Context: an optimization exercise on an open-source flow, tuned for small area, a short achievable clock period and few clock cycles per item. The choices shown serve that exercise and are no tape-out recipe.
Function was checked by simulation only, so behaviour that the tests miss may differ from the original.

**design/flow/flow/run.sh**
```bash
#!/bin/bash
set -euo pipefail
bash standard.sh SETUP_SLACK_MARGIN=7.5 finish > standard_flow.log 2>&1
```
**design/flow/standard.sh**
```bash
#!/bin/bash
# synth_recipe.tcl (not shown) runs the flow's synth.tcl, then flattens the netlist and writes it again
# the make line also repeats each setting of config.mk as NAME=value (left out here)
make -C /OpenROAD-flow-scripts/flow DESIGN_CONFIG=/design/flow/config.mk WORK_HOME=/design/flow/orfs CLKGATE_MAP_FILE= SYNTH_SCRIPT=/design/flow/synth_recipe.tcl "${@:-finish}"
```
**design/flow/config.mk**
```make
export PLATFORM = sky130hd
export DESIGN_NAME = ray_convex_plane_clip
export DESIGN_NICKNAME = ray_convex_plane_clip
export VERILOG_FILES = /design/flow/design.v
export SDC_FILE = /design/flow/constraint.sdc
export NUM_CORES = 4
export LEC_CHECK = 0
export CAP_MARGIN = 20
export CORE_MARGIN = 2
export CORE_UTILIZATION = 40
export SLEW_MARGIN = 20
```
**design/flow/constraint.sdc**
```tcl
create_clock -name core_clock -period 12.0 [get_ports {clk_i}]
set_input_delay 2.4000 -clock core_clock [delete_from_list [all_inputs] [get_ports {clk_i}]]
set_output_delay 2.4000 -clock core_clock [all_outputs]
set_load 0.01 [all_outputs]
```
**design/flow/design.v**
```verilog
`default_nettype none
package rcpc_pkg;
  localparam int unsigned DataW = 32;
  localparam int unsigned DotW  = 50;
endpackage
`default_nettype wire
`default_nettype none
module rcpc_csa_tree #(
  parameter int unsigned N  = 9,
  parameter int unsigned W  = 38,
  parameter int unsigned NO = 2               
) (
  input  wire logic [N-1:0][W-1:0]  rows_i,
  output logic [NO-1:0][W-1:0]      rows_o
);
  function automatic integer rows_at(input integer lvl);
    integer n, i;
    n = N;
    for (i = 0; i < lvl; i = i + 1) n = (n / 3) * 2 + n % 3;
    rows_at = n;
  endfunction
  function automatic integer levels(input integer nn);
    integer n, l, i;
    n = nn; l = 0;
    for (i = 0; i < 16; i = i + 1)
      if (n > NO) begin n = (n / 3) * 2 + n % 3; l = l + 1; end
    levels = l;
  endfunction
  localparam int unsigned L = levels(N);
  logic [L:0][N-1:0][W-1:0] lv;
  assign lv[0] = rows_i;
  for (genvar l = 0; l < L; l++) begin : g_lvl
    localparam int unsigned NI = rows_at(l);
    localparam int unsigned NC = NI / 3;
    for (genvar k = 0; k < NC; k++) begin : g_csa
      assign lv[l+1][2*k] = lv[l][3*k] ^ lv[l][3*k+1] ^ lv[l][3*k+2];
      assign lv[l+1][2*k+1] = ((lv[l][3*k] & lv[l][3*k+1]) | (lv[l][3*k] & lv[l][3*k+2])
                              | (lv[l][3*k+1] & lv[l][3*k+2])) << 1;
    end
    for (genvar k = 0; k < NI - 3 * NC; k++) begin : g_pass
      assign lv[l+1][2*NC+k] = lv[l][3*NC+k];
    end
    for (genvar k = 2 * NC + NI - 3 * NC; k < N; k++) begin : g_zero
      assign lv[l+1][k] = '0;
    end
  end
  for (genvar k = 0; k < NO; k++) begin : g_out
    assign rows_o[k] = lv[L][k];
  end
endmodule
module rcpc_front #(
  parameter int unsigned K = 4                
) (
  input  wire logic                 clk_i,
  input  wire logic                 rst_ni,
  input  wire logic [32*6-1:0]      cfg_i,
  input  wire logic                 in_valid_i,
  output logic                      in_ready_o,
  input  wire logic [129:0]         in_data_i,
  output logic                      out_valid_o,
  input  wire logic                 out_ready_i,
  output logic [49:0]               out_a_o,      
  output logic [49:0]               out_num_o,    
  output logic                      out_first_o,
  output logic                      out_last_o
);
  localparam int unsigned M  = 32 / K;        
  localparam int unsigned ND = K / 2;         
  localparam int unsigned W  = 34 + K;        
  localparam int unsigned LW = 16 - K;        
  localparam int unsigned CW = $clog2(M);
  localparam int unsigned NV = 3;             
  localparam int unsigned NR = NV + 1 + 3 * ND;   
  localparam logic [W-1:0] KA = W'((64'sd1 <<< (K + 4 - 8)) * 16 - (64'sd1 <<< (32 + K)));
  localparam logic [W-1:0] KP = W'(64'(KA) - (64'sd1 <<< (15 + K)));
  logic busy_q, done_q, ov_q;
  logic [CW-1:0] cnt_q;
  logic [49:0] oa_q, onum_q;
  logic [1:0] ofl_q;
  logic [3*ND-1:0] one_q, two_q, neg_q;       
  logic [3*ND-1:0] one_d, two_d, neg_d;
  logic [31:0] n_q [3];
  logic [2:0] nb_q;                           
  logic [31:0] d_q;
  logic first_q, last_q, rfirst_q, rlast_q;
  logic [NV-1:0][W-1:0] aa_q, pa_q;          
  logic [LW-1:0] loa_q, lop_q;
  logic start, step, xfer, lastd, z;
  logic [1:0] fl;
  logic [NR-1:0][W-1:0] ra;
  logic [NR:0][W-1:0] rp;
  logic [NV-1:0][W-1:0] aa_d, pa_d;
  logic [K+1:0] lowa, lowp;
  logic [K:0] bits;
  logic b2, one, two, e0, e1, e2;
  logic [32:0] sela, selp;
  logic [2:0] nal, pnl;
  logic [1:0] nas, pns;
  logic [W-1:0] ha, hp;
  logic [49:0] av, nv;
  assign lastd = (cnt_q == CW'(M - 1));
  assign z     = (cnt_q == '0);
  assign xfer  = done_q && (!ov_q || out_ready_i);
  assign step  = busy_q && (!done_q || xfer || !z);
  assign in_ready_o = !busy_q || lastd;
  assign start = in_valid_i && in_ready_o;
  always_comb begin
    lowa = '0;
    lowp = '0;
    for (int v = 0; v < NV; v++) begin
      lowa = lowa + (K+2)'(aa_q[v][K-1:0]);
      lowp = lowp + (K+2)'(pa_q[v][K-1:0]);
      ra[v] = z ? '0 : (aa_q[v] >> K);
      rp[v] = z ? '0 : (pa_q[v] >> K);
    end
    rp[NR] = '0;
    if (int'(cnt_q) * K < 16) rp[NR] = W'((1 << K) - 1);
    else if (int'(cnt_q) * K == 16) rp[NR] = W'({~d_q[31], d_q[30:0]});
    for (int i = 0; i < 3; i++) begin
      for (int j = 0; j < ND; j++) begin
        one = one_q[ND*i+j];
        two = two_q[ND*i+j];
        b2 = neg_q[ND*i+j];
        sela = '0;
        if (one) sela = {cfg_i[32*(i+3)+31], cfg_i[32*(i+3) +: 32]};
        if (two) sela = {cfg_i[32*(i+3) +: 32], 1'b0};
        selp = '0;
        if (one) selp = {cfg_i[32*i+31], cfg_i[32*i +: 32]};
        if (two) selp = {cfg_i[32*i +: 32], 1'b0};
        sela = sela ^ {33{b2}};       
        selp = selp ^ {33{~b2}};      
        ra[NV+3*j+i] = W'({~sela[32], sela[31:0]}) << (2*j);
        rp[NV+3*j+i] = W'({~selp[32], selp[31:0]}) << (2*j);
        if (j > 0) begin
          ra[NV+3*j+i][2*j-2] = neg_q[ND*i+j-1];
          rp[NV+3*j+i][2*j-2] = ~neg_q[ND*i+j-1];
        end
        if (j == ND - 1) begin
          nal[i] = b2;
          pnl[i] = ~b2;
        end
      end
    end
    nas = {1'b0, nal[0]} + {1'b0, nal[1]} + {1'b0, nal[2]};
    pns = {1'b0, pnl[0]} + {1'b0, pnl[1]} + {1'b0, pnl[2]};
    ra[NR-1] = (W'(nas) << (K - 2)) | W'(z ? 2'b0 : lowa[K+1:K]);
    rp[NR-1] = (W'(pns) << (K - 2)) | W'(z ? 2'b0 : lowp[K+1:K]);
  end
  always_comb begin
    for (int i = 0; i < 3; i++) begin
      if (start) bits = {in_data_i[32*i +: K], 1'b0};
      else       bits = {n_q[i][2*K-1:K], n_q[i][K-1]};
      for (int j = 0; j < ND; j++) begin
        e0 = bits[2*j]; e1 = bits[2*j+1]; e2 = bits[2*j+2];
        one_d[ND*i+j] = e1 ^ e0;
        two_d[ND*i+j] = (e2 & ~e1 & ~e0) | (~e2 & e1 & e0);
        neg_d[ND*i+j] = e2;
      end
    end
  end
  rcpc_csa_tree #(.N(NR), .W(W), .NO(NV)) u_ta (.rows_i(ra), .rows_o(aa_d));
  rcpc_csa_tree #(.N(NR + 1), .W(W), .NO(NV)) u_tp (.rows_i(rp), .rows_o(pa_d));
  always_ff @(posedge clk_i or negedge rst_ni) begin
    if (!rst_ni) begin
      busy_q <= 1'b0; done_q <= 1'b0; ov_q <= 1'b0; cnt_q <= '0;
    end else begin
      if (start) busy_q <= 1'b1;
      else if (step && lastd) busy_q <= 1'b0;
      if (step && lastd) done_q <= 1'b1;
      else if (xfer) done_q <= 1'b0;
      if (xfer) ov_q <= 1'b1;
      else if (out_ready_i) ov_q <= 1'b0;
      if (step) cnt_q <= cnt_q + CW'(1);
    end
  end
  always_ff @(posedge clk_i) begin
    if (start) begin
      n_q[0] <= in_data_i[31:0];
      n_q[1] <= in_data_i[63:32];
      n_q[2] <= in_data_i[95:64];
      nb_q <= '0;
      d_q <= in_data_i[127:96];
      first_q <= in_data_i[128];
      last_q <= in_data_i[129];
    end else if (step) begin
      for (int i = 0; i < 3; i++) begin
        n_q[i] <= n_q[i] >> K;
        nb_q[i] <= n_q[i][K-1];
      end
    end
    if (start || step) begin
      one_q <= one_d; two_q <= two_d; neg_q <= neg_d;
    end
    if (xfer) begin
      oa_q <= av; onum_q <= nv; ofl_q <= fl;
    end
    if (step) begin
      aa_q <= aa_d;
      pa_q <= pa_d;
    end
    if (step && lastd) begin
      rfirst_q <= first_q;
      rlast_q <= last_q;
    end
  end
  if (LW > K) begin : g_lo_shift
    always_ff @(posedge clk_i) begin
      if (step) begin
        loa_q <= {lowa[K-1:0], loa_q[LW-1:K]};
        lop_q <= {lowp[K-1:0], lop_q[LW-1:K]};
      end
    end
  end else begin : g_lo_one
    always_ff @(posedge clk_i) begin
      if (step) begin
        loa_q <= lowa[K-1:0];
        lop_q <= lowp[K-1:0];
      end
    end
  end
  always_comb begin
    ha = aa_q[0] + aa_q[1] + aa_q[2] + KA;
    hp = pa_q[0] + pa_q[1] + pa_q[2] + KP;
    av = {ha, loa_q};
    nv = {hp, lop_q};
    fl = {rlast_q, rfirst_q};
  end
  assign out_valid_o = ov_q;
  assign out_a_o     = oa_q;
  assign out_num_o   = onum_q;
  assign {out_last_o, out_first_o} = ofl_q;
endmodule
`default_nettype wire
`default_nettype none
module rcpc_div (
  input  wire logic               clk_i,
  input  wire logic               rst_ni,
  input  wire logic               load_i,
  input  wire logic [47:0]        a_i,
  input  wire logic [47:0]        num_i,
  input  wire logic [4:0]         flags_i,
  output logic                    busy_o,
  output logic                    done_o,
  input  wire logic               take_i,
  output logic                    ovf_o,
  output logic [31:0]             q_o,
  output logic [4:0]              flags_o
);
  localparam int unsigned NC = 17;                  
  localparam int unsigned NS = 2 * NC;              
  logic busy_q, done_q;
  logic [4:0] cnt_q;
  logic [47:0] r_q, d_q;
  logic [NS-1:0] x_q;
  logic [NS+47:0] nsh;
  logic [49:0] r4;
  logic [50:0] c1, c2, c3;
  logic [49:0] d3_q;
  logic [47:0] r_n;
  logic [1:0] qd;
  assign nsh = (NS+48)'({num_i, 16'd0});
  always_comb begin
    r4 = {r_q, x_q[NS-1:NS-2]};
    c1 = {1'b0, r4} - {3'b0, d_q};
    c2 = {1'b0, r4} - {2'b0, d_q, 1'b0};
    c3 = {1'b0, r4} - {1'b0, d3_q};
    if (cnt_q == 5'(NC)) begin
      if (!c1[50]) begin
        r_n = c1[47:0]; qd = 2'd1;
      end else begin
        r_n = r4[47:0]; qd = 2'd0;
      end
    end else if (!c3[50]) begin
      r_n = c3[47:0]; qd = 2'd3;
    end else if (!c2[50]) begin
      r_n = c2[47:0]; qd = 2'd2;
    end else if (!c1[50]) begin
      r_n = c1[47:0]; qd = 2'd1;
    end else begin
      r_n = r4[47:0]; qd = 2'd0;
    end
  end
  always_ff @(posedge clk_i or negedge rst_ni) begin
    if (!rst_ni) begin
      busy_q <= 1'b0; done_q <= 1'b0; cnt_q <= '0;
    end else begin
      if (load_i) begin
        busy_q <= 1'b1; cnt_q <= 5'(NC);
      end else if (busy_q) begin
        cnt_q <= cnt_q - 5'd1;
        if (cnt_q == 5'd1) begin
          busy_q <= 1'b0; done_q <= 1'b1;
        end
      end else if (take_i) begin
        done_q <= 1'b0;
      end
    end
  end
  always_ff @(posedge clk_i) begin
    if (load_i) begin
      d_q <= a_i;
      r_q <= 48'(nsh >> NS);
      x_q <= nsh[NS-1:0];
      flags_o <= flags_i;
    end else if (busy_q) begin
      if (cnt_q == 5'(NC)) d3_q <= {1'b0, d_q, 1'b0} + {2'b0, d_q};
      r_q <= r_n;
      x_q <= {x_q[NS-3:0], qd};
    end
  end
  assign ovf_o  = |x_q[NS-1:32];
  assign q_o    = x_q[31:0];
  assign busy_o = busy_q;
  assign done_o = done_q;
endmodule
`default_nettype wire
`default_nettype none
module rcpc_back #(
  parameter int unsigned ND = 5
) (
  input  wire logic               clk_i,
  input  wire logic               rst_ni,
  input  wire logic [31:0]        near_start_i,
  input  wire logic [31:0]        far_start_i,
  input  wire logic               in_valid_i,
  output logic                    in_ready_o,
  input  wire logic [49:0]        a_i,
  input  wire logic [49:0]        num_i,
  input  wire logic [1:0]         flags_i,    
  output logic                    out_valid_o,
  input  wire logic               out_ready_i,
  output logic [66:0]             out_data_o
);
  logic [ND-1:0] wp_q, rp_q;
  logic [ND-1:0] load, busy, done, take, ovf;
  logic [31:0] qv [ND];
  logic [4:0] fv [ND];
  logic [31:0] q;
  logic [4:0] f;
  logic o;
  logic signed [31:0] t;
  logic hv_q, hpar_q, hfront_q, hfirst_q, hlast_q;
  logic signed [31:0] ht_q;
  logic hd, ldh, upd;
  logic signed [31:0] near_q, far_q, nn, nf;
  logic ent_q, live_q, lst_q, valid_q, nl, ne;
  logic [47:0] abs_a, abs_num;
  logic [4:0] dfl;
  assign abs_a   = 48'(a_i[49] ? -a_i : a_i);
  assign abs_num = 48'(num_i[49] ? -num_i : num_i);
  assign dfl = {flags_i, num_i[49], a_i == '0, a_i[49] ^ num_i[49]};
  assign in_ready_o = |(wp_q & ~busy & ~done);
  assign hd  = |(rp_q & done);
  assign upd = hv_q && (!valid_q || out_ready_i);
  assign ldh = hd && (!hv_q || upd);
  for (genvar i = 0; i < ND; i++) begin : g_div
    assign load[i] = in_valid_i && in_ready_o && wp_q[i];
    assign take[i] = ldh && rp_q[i];
    rcpc_div u_div (
      .clk_i, .rst_ni, .load_i(load[i]), .a_i(abs_a), .num_i(abs_num), .flags_i(dfl),
      .busy_o(busy[i]), .done_o(done[i]), .take_i(take[i]),
      .ovf_o(ovf[i]), .q_o(qv[i]), .flags_o(fv[i])
    );
  end
  always_comb begin
    q = '0; f = '0; o = 1'b0;
    for (int i = 0; i < ND; i++) begin
      q = q | (qv[i] & {32{rp_q[i]}});
      f = f | (fv[i] & {5{rp_q[i]}});
      o = o | (ovf[i] & rp_q[i]);
    end
    if (f[0]) t = (o || (q[31] && |q[30:0])) ? 32'h80000000 : -q;
    else      t = (o || q[31]) ? 32'h7fffffff : q;
  end
  always_comb begin
    nl = live_q; nn = near_q; nf = far_q; ne = ent_q;
    if (hfirst_q) begin
      nl = 1'b1; nn = near_start_i; nf = far_start_i; ne = 1'b0;
    end
    if (nl) begin
      if (hpar_q) begin
        if (hfront_q) nl = 1'b0;
      end else if (hfront_q && ht_q < 0) begin
        nl = 1'b0;
      end else if (hfront_q || ht_q < 0) begin
        if (nn < ht_q) begin nn = ht_q; ne = 1'b1; end
      end else if (ht_q < nf) begin
        nf = ht_q;
      end
    end
  end
  always_ff @(posedge clk_i or negedge rst_ni) begin
    if (!rst_ni) begin
      wp_q <= ND'(1); rp_q <= ND'(1); hv_q <= 1'b0; valid_q <= 1'b0;
      near_q <= '0; far_q <= '0; ent_q <= 1'b0; live_q <= 1'b1;
    end else begin
      if (in_valid_i && in_ready_o) wp_q <= {wp_q[ND-2:0], wp_q[ND-1]};
      if (ldh) begin
        rp_q <= {rp_q[ND-2:0], rp_q[ND-1]};
        hv_q <= 1'b1;
      end else if (upd) begin
        hv_q <= 1'b0;
      end
      if (upd) begin
        valid_q <= 1'b1;
        live_q <= nl; near_q <= nn; far_q <= nf; ent_q <= ne;
      end else if (out_ready_i) begin
        valid_q <= 1'b0;
      end
    end
  end
  always_ff @(posedge clk_i) begin
    if (ldh) begin
      ht_q <= t;
      {hlast_q, hfirst_q, hfront_q, hpar_q} <= f[4:1];
    end
    if (upd) lst_q <= hlast_q;
  end
  assign out_valid_o = valid_q;
  assign out_data_o  = {lst_q, ent_q, far_q, near_q, live_q};
endmodule
`default_nettype wire
`default_nettype none
module ray_convex_plane_clip (
  input  wire logic          clk_i,
  input  wire logic          rst_ni,
  input  wire logic          psel,
  input  wire logic          penable,
  input  wire logic          pwrite,
  input  wire logic [4:0]    paddr,
  input  wire logic [31:0]   pwdata,
  output logic [31:0]        prdata,
  output logic               pready,
  input  wire logic          s_axis_tvalid,
  output logic               s_axis_tready,
  input  wire logic [127:0]  s_axis_tdata,
  input  wire logic          s_axis_tuser,
  input  wire logic          s_axis_tlast,
  output logic               m_axis_tvalid,
  input  wire logic          m_axis_tready,
  output logic [71:0]        m_axis_tdata,
  output logic               m_axis_tlast
);
  localparam int unsigned FrontK = 8;    
  localparam int unsigned NDiv   = 5;    
  logic [31:0] cfg_q [8], cfg [8];
  logic [7:0] wr_q;
  logic [31:0] prdata_q;
  logic [32*6-1:0] cfg_flat;
  logic fv, fr;
  logic [1:0] fflags;
  logic [49:0] fa, fnum;
  logic [66:0] res;
  assign pready = 1'b1;
  assign prdata = prdata_q;
  always_ff @(posedge clk_i) prdata_q <= cfg[paddr[4:2]];
  always_ff @(posedge clk_i or negedge rst_ni) begin
    if (!rst_ni) wr_q <= '0;
    else if (psel && penable && pwrite) wr_q[paddr[4:2]] <= 1'b1;
  end
  always_ff @(posedge clk_i) begin
    if (psel && penable && pwrite) cfg_q[paddr[4:2]] <= pwdata;
  end
  always_comb begin
    for (int i = 0; i < 6; i++) cfg[i] = wr_q[i] ? cfg_q[i] : 32'h0;
    cfg[6] = wr_q[6] ? cfg_q[6] : 32'h80000000;
    cfg[7] = wr_q[7] ? cfg_q[7] : 32'h7fffffff;
    for (int i = 0; i < 6; i++) cfg_flat[32*i +: 32] = cfg[i];
  end
  rcpc_front #(.K(FrontK)) u_front (
    .clk_i, .rst_ni, .cfg_i(cfg_flat),
    .in_valid_i(s_axis_tvalid), .in_ready_o(s_axis_tready),
    .in_data_i({s_axis_tlast, s_axis_tuser, s_axis_tdata}),
    .out_valid_o(fv), .out_ready_i(fr), .out_a_o(fa), .out_num_o(fnum),
    .out_first_o(fflags[0]), .out_last_o(fflags[1])
  );
  rcpc_back #(.ND(NDiv)) u_back (
    .clk_i, .rst_ni,
    .near_start_i(cfg[6]), .far_start_i(cfg[7]),
    .in_valid_i(fv), .in_ready_o(fr), .a_i(fa), .num_i(fnum), .flags_i(fflags),
    .out_valid_o(m_axis_tvalid), .out_ready_i(m_axis_tready), .out_data_o(res)
  );
  assign m_axis_tdata = {6'd0, res[65:0]};
  assign m_axis_tlast = res[66];
endmodule
`default_nettype wire
```
==> results.sh <==
export IMPL_ys_seq_area_share_pct=30.1
export IMPL_cts_tree="yes"
export IMPL_maxSlewHeadroom_pct=15.6
export IMPL_regToRegStartpoint="u_front.onum_q[14]"
export IMPL_wl_per_cell_um=27.6
export IMPL_setup_ws_ps=7040
export IMPL_cp_cell_sequence="or4_4 -> or4_4 -> or4b_4 -> or2_4 -> or3_4 -> or3_4 -> or4_4 -> or4_4 -> buf_12 -> o31ai_4 -> xnor2_2 -> buf_12 -> a21o_1"
export IMPL_critical_path_max_stage_delay_ps=530
export IMPL_dp_hpwl_um=496000
export IMPL_finalCritPeriodShare_pct=41.3
export IMPL_syn_inst=20425
export IMPL_ys_async_sr_fraction_pct=6.74
export IMPL_netlist_area_um2=178000
export IMPL_slew_violations=0
export IMPL_ys_flop_type="edfxtp_1"
export IMPL_whs_ps=396
export IMPL_die_x_um=670
export IMPL_post_route_cells_drive_above_1_share_pct=8.72
export IMPL_fin_tns_setup_ps=0
export IMPL_setup_viol=0
export IMPL_critPathMostFrequentCell="or4_4"
export IMPL_clock_root_buffer="clkbuf_16"
export IMPL_route_detailed_drc=0
export IMPL_min_delay_start="u_front.loa_q[2]"
export IMPL_hold_depth=0
export IMPL_rsz0062_at_grt="yes"
export IMPL_worst_pin_slew_ps=1270
export IMPL_initial_utilization_pct=40.2
export IMPL_cp_start_kind="flop"
export IMPL_cp_end_kind="flop"
export IMPL_place_inst=25685
export IMPL_r2r_end="u_back.g_div[3].u_div.r_q[27]"
export IMPL_dp_slack_ps=5990
export IMPL_holdPathEnd="u_front.oa_q[2]"
export IMPL_synth_warning_count=9
export IMPL_fmax_mhz=202
export IMPL_finClkSkew_ps=99.7
export IMPL_grt_pass1_wl_um=991000
export IMPL_antenna_found_initial=115
export IMPL_clkSlewWorstSetupHoldPaths_ps=60
export IMPL_core_um2=442000
export IMPL_synth_cell_types=93
export IMPL_layout_common_cells="3,525 x nand2_1, 1,649 x o21ai_0, 1,615 x inv_1"
export IMPL_drt_iter0_drc=20159
export IMPL_pin_count=282
export IMPL_first_pass_iters=10
export IMPL_routed_wl_um=736000
export IMPL_die_area_um2=449000
export IMPL_io_buffers=272
export IMPL_final_cells=26702
export IMPL_cts_buffers=229
export IMPL_crit_required_ps=12720
export IMPL_num_vias=159811
export IMPL_rows=244
export IMPL_ys_ff_latch=1869
export IMPL_worstSkewPairLatency_ps=1060
export IMPL_grt_max_degree=98
export IMPL_hold_class="flop to flop"
export IMPL_grt_ovfl_total=0
export IMPL_worstPathMaxFanout=7
export IMPL_fillers=42226
export IMPL_clock_path_buffers=4
export IMPL_grt_usage_pct=29.6
export IMPL_gp_congestion=0.964
export IMPL_crit_slowest_cell="or4_4"
export IMPL_reg2reg_slack_ps=7040
export IMPL_rr_worst_depth=13
export IMPL_nets=22841
export IMPL_cp_arrival_ps=5680
export IMPL_vias_per_cell=5.98
export IMPL_period_needed_ps=4960
export IMPL_first_global_vias=146438
export IMPL_synth_area_per_cell_um2=8.69
export IMPL_maxCapViolCount=0
export IMPL_synth_edff_count=1541
export IMPL_hold_violations=0
export IMPL_crit_type="flop to flop"
export IMPL_cts_max_level=4
export IMPL_final_common_cell="nand2_1"
export IMPL_area_delta_synth_final_pct=15.0
export IMPL_status="complete, no violations"
export IMPL_ant_nets=0
export IMPL_die_h_um=670
export IMPL_clock_sinks=1869
critical path: cells and delay by family, from the launching register on:
family	cells	cell delay, ps
AOI/OAI and AO/OA	2	400
xor gates and xnor gates	1	110
buffers and inverters	2	350
DFF	1	400
and+or+nand+nor	8	3340
worst max path at each step:
stage	endpoint	start	cells past startpoint	slack [ps]
CTS	u_back.g_div[1].u_div.r_q[29]	u_front.onum_q[14]	12	7110
global route	u_back.g_div[1].u_div.r_q[27]	u_front.onum_q[12]	13	7010
finish	u_back.g_div[3].u_div.r_q[27]	u_front.onum_q[14]	13	7040
detailed placement	u_front.pa_q[17]	u_front.neg_q[8]	10	5990
global placement	u_front.pa_q[17]	u_front.neg_q[8]	10	6020
floorplan	cfg_q[0][0]	paddr[4]	3	6490
logic make-up (layout without fill, tap and decap cells):
logic type	after synthesis	count (layout)	share of synthesized area, %
DFF	1869	1869	30.1
AOI/OAI and AO/OA	5402	5403	19.1
other	2	203	0.00423
xor gates and xnor gates	1822	1822	9.00
muxes	219	219	1.26
and+or+nand+nor	5997	6003	14.7
adders and majority gates	2263	2263	19.8
buffers and inverters	2851	3016	6.05
state kept, by name (all words and copies together) (netlist names), 73 cells and up:
name	flops
cfg_q	256
u_back.g_div.u_div.d3_q	250
u_back.g_div.u_div.d_q	240
u_back.g_div.u_div.r_q	240
u_back.g_div.u_div.x_q	170
u_front.pa_q	118
u_front.aa_q	114
u_front.n_q	73
area by class of cell:
class	count	area (um^2)	area share, %
repair buffers	922	11300	5.52
clock buffers	269	6110	2.99
repair inverters	2	17.5	0.00858
clock inverters	160	1690	0.829
multi-input cells	15717	117000	57.5
flip-flops and latches	1869	53500	26.2
well taps	5904	7390	3.62
inverters	1663	6340	3.11
diodes	196	490	0.240
metrics by stage:
stage / util (%) / area (um^2)
finish: 46.2 / 204000
global route: 46.1 / 204000
CTS: 44.9 / 198000
detailed placement: 42.2 / 186000
global placement: 42.2 / 186000
floorplan: - / 178000
synthesized netlist by cell type (all sizes together), types with 176 or more instances:
| master | n | area (um^2) |
|---|---|---|
| nor3 | 204 | 1020 |
| nand3 | 437 | 2190 |
| clkbuf | 1004 | 3770 |
| o21ai | 1824 | 9140 |
| nand2 | 3558 | 13400 |
| ha | 1351 | 16900 |
| fa | 912 | 18300 |
| nor2 | 801 | 3010 |
| nand2b | 176 | 1100 |
| xor2 | 419 | 3690 |
| mux2i | 180 | 1800 |
| inv | 1660 | 6230 |
| a21o | 640 | 4800 |
| xnor2 | 1403 | 12300 |
| edfxtp | 1541 | 46300 |
| dfxtp | 202 | 4040 |
| a21oi | 1182 | 5920 |
| buf | 184 | 729 |
timing repair:
action / CTS / global route
gates resized for setup: 595 / 682
gates cloned: 26 / 77
pin swaps: 73 / 258
setup buffers: 124 / 162
hold buffers: 0 / 0
endpoints found under the setup margin: 1211 / 998
endpoints found under the hold margin: 0 / 0
metal layers:
| metal | vias up | share of wire (%) | GRT usage (%) |
|---|---|---|---|
| met5 | - | 0.038 | 0 |
| met4 | 40 | 8.9 | 20.2 |
| met3 | 2474 | 12 | 6.80 |
| met2 | 9601 | 42 | 45.2 |
| met1 | 76198 | 37 | 37.2 |
| li1 | 71498 | - | - |
Testbench counts, summed over its fixed seeds: cycles 14,584, items 2,398.

## re-timing with driven ports
Ports are ideal in the flow. The routed layout listed here was re-timed in OpenROAD. Step 1: set_driving_cell puts a clkbuf_16 on clk_i and a buf_2 on each other input, an assumption about the parent block. Step 2, shift: input delay + t, output delay - t, t = (earliest + latest rising clock arrival at the registers) / 2. This alone moves slack from input paths to output paths. Three values: ideal ports, drivers, drivers and shift; two values: the first two.
t (ns): 1.135
setup slack, ns: 7.038 / 7.038 / 6.401
slew at the worst register clock pin (ns): 0.09 / 0.09
After both steps this run still meets setup and hold. The setup slack of this run moves by 0.000 ns with the drivers and by -0.637 ns with both steps.
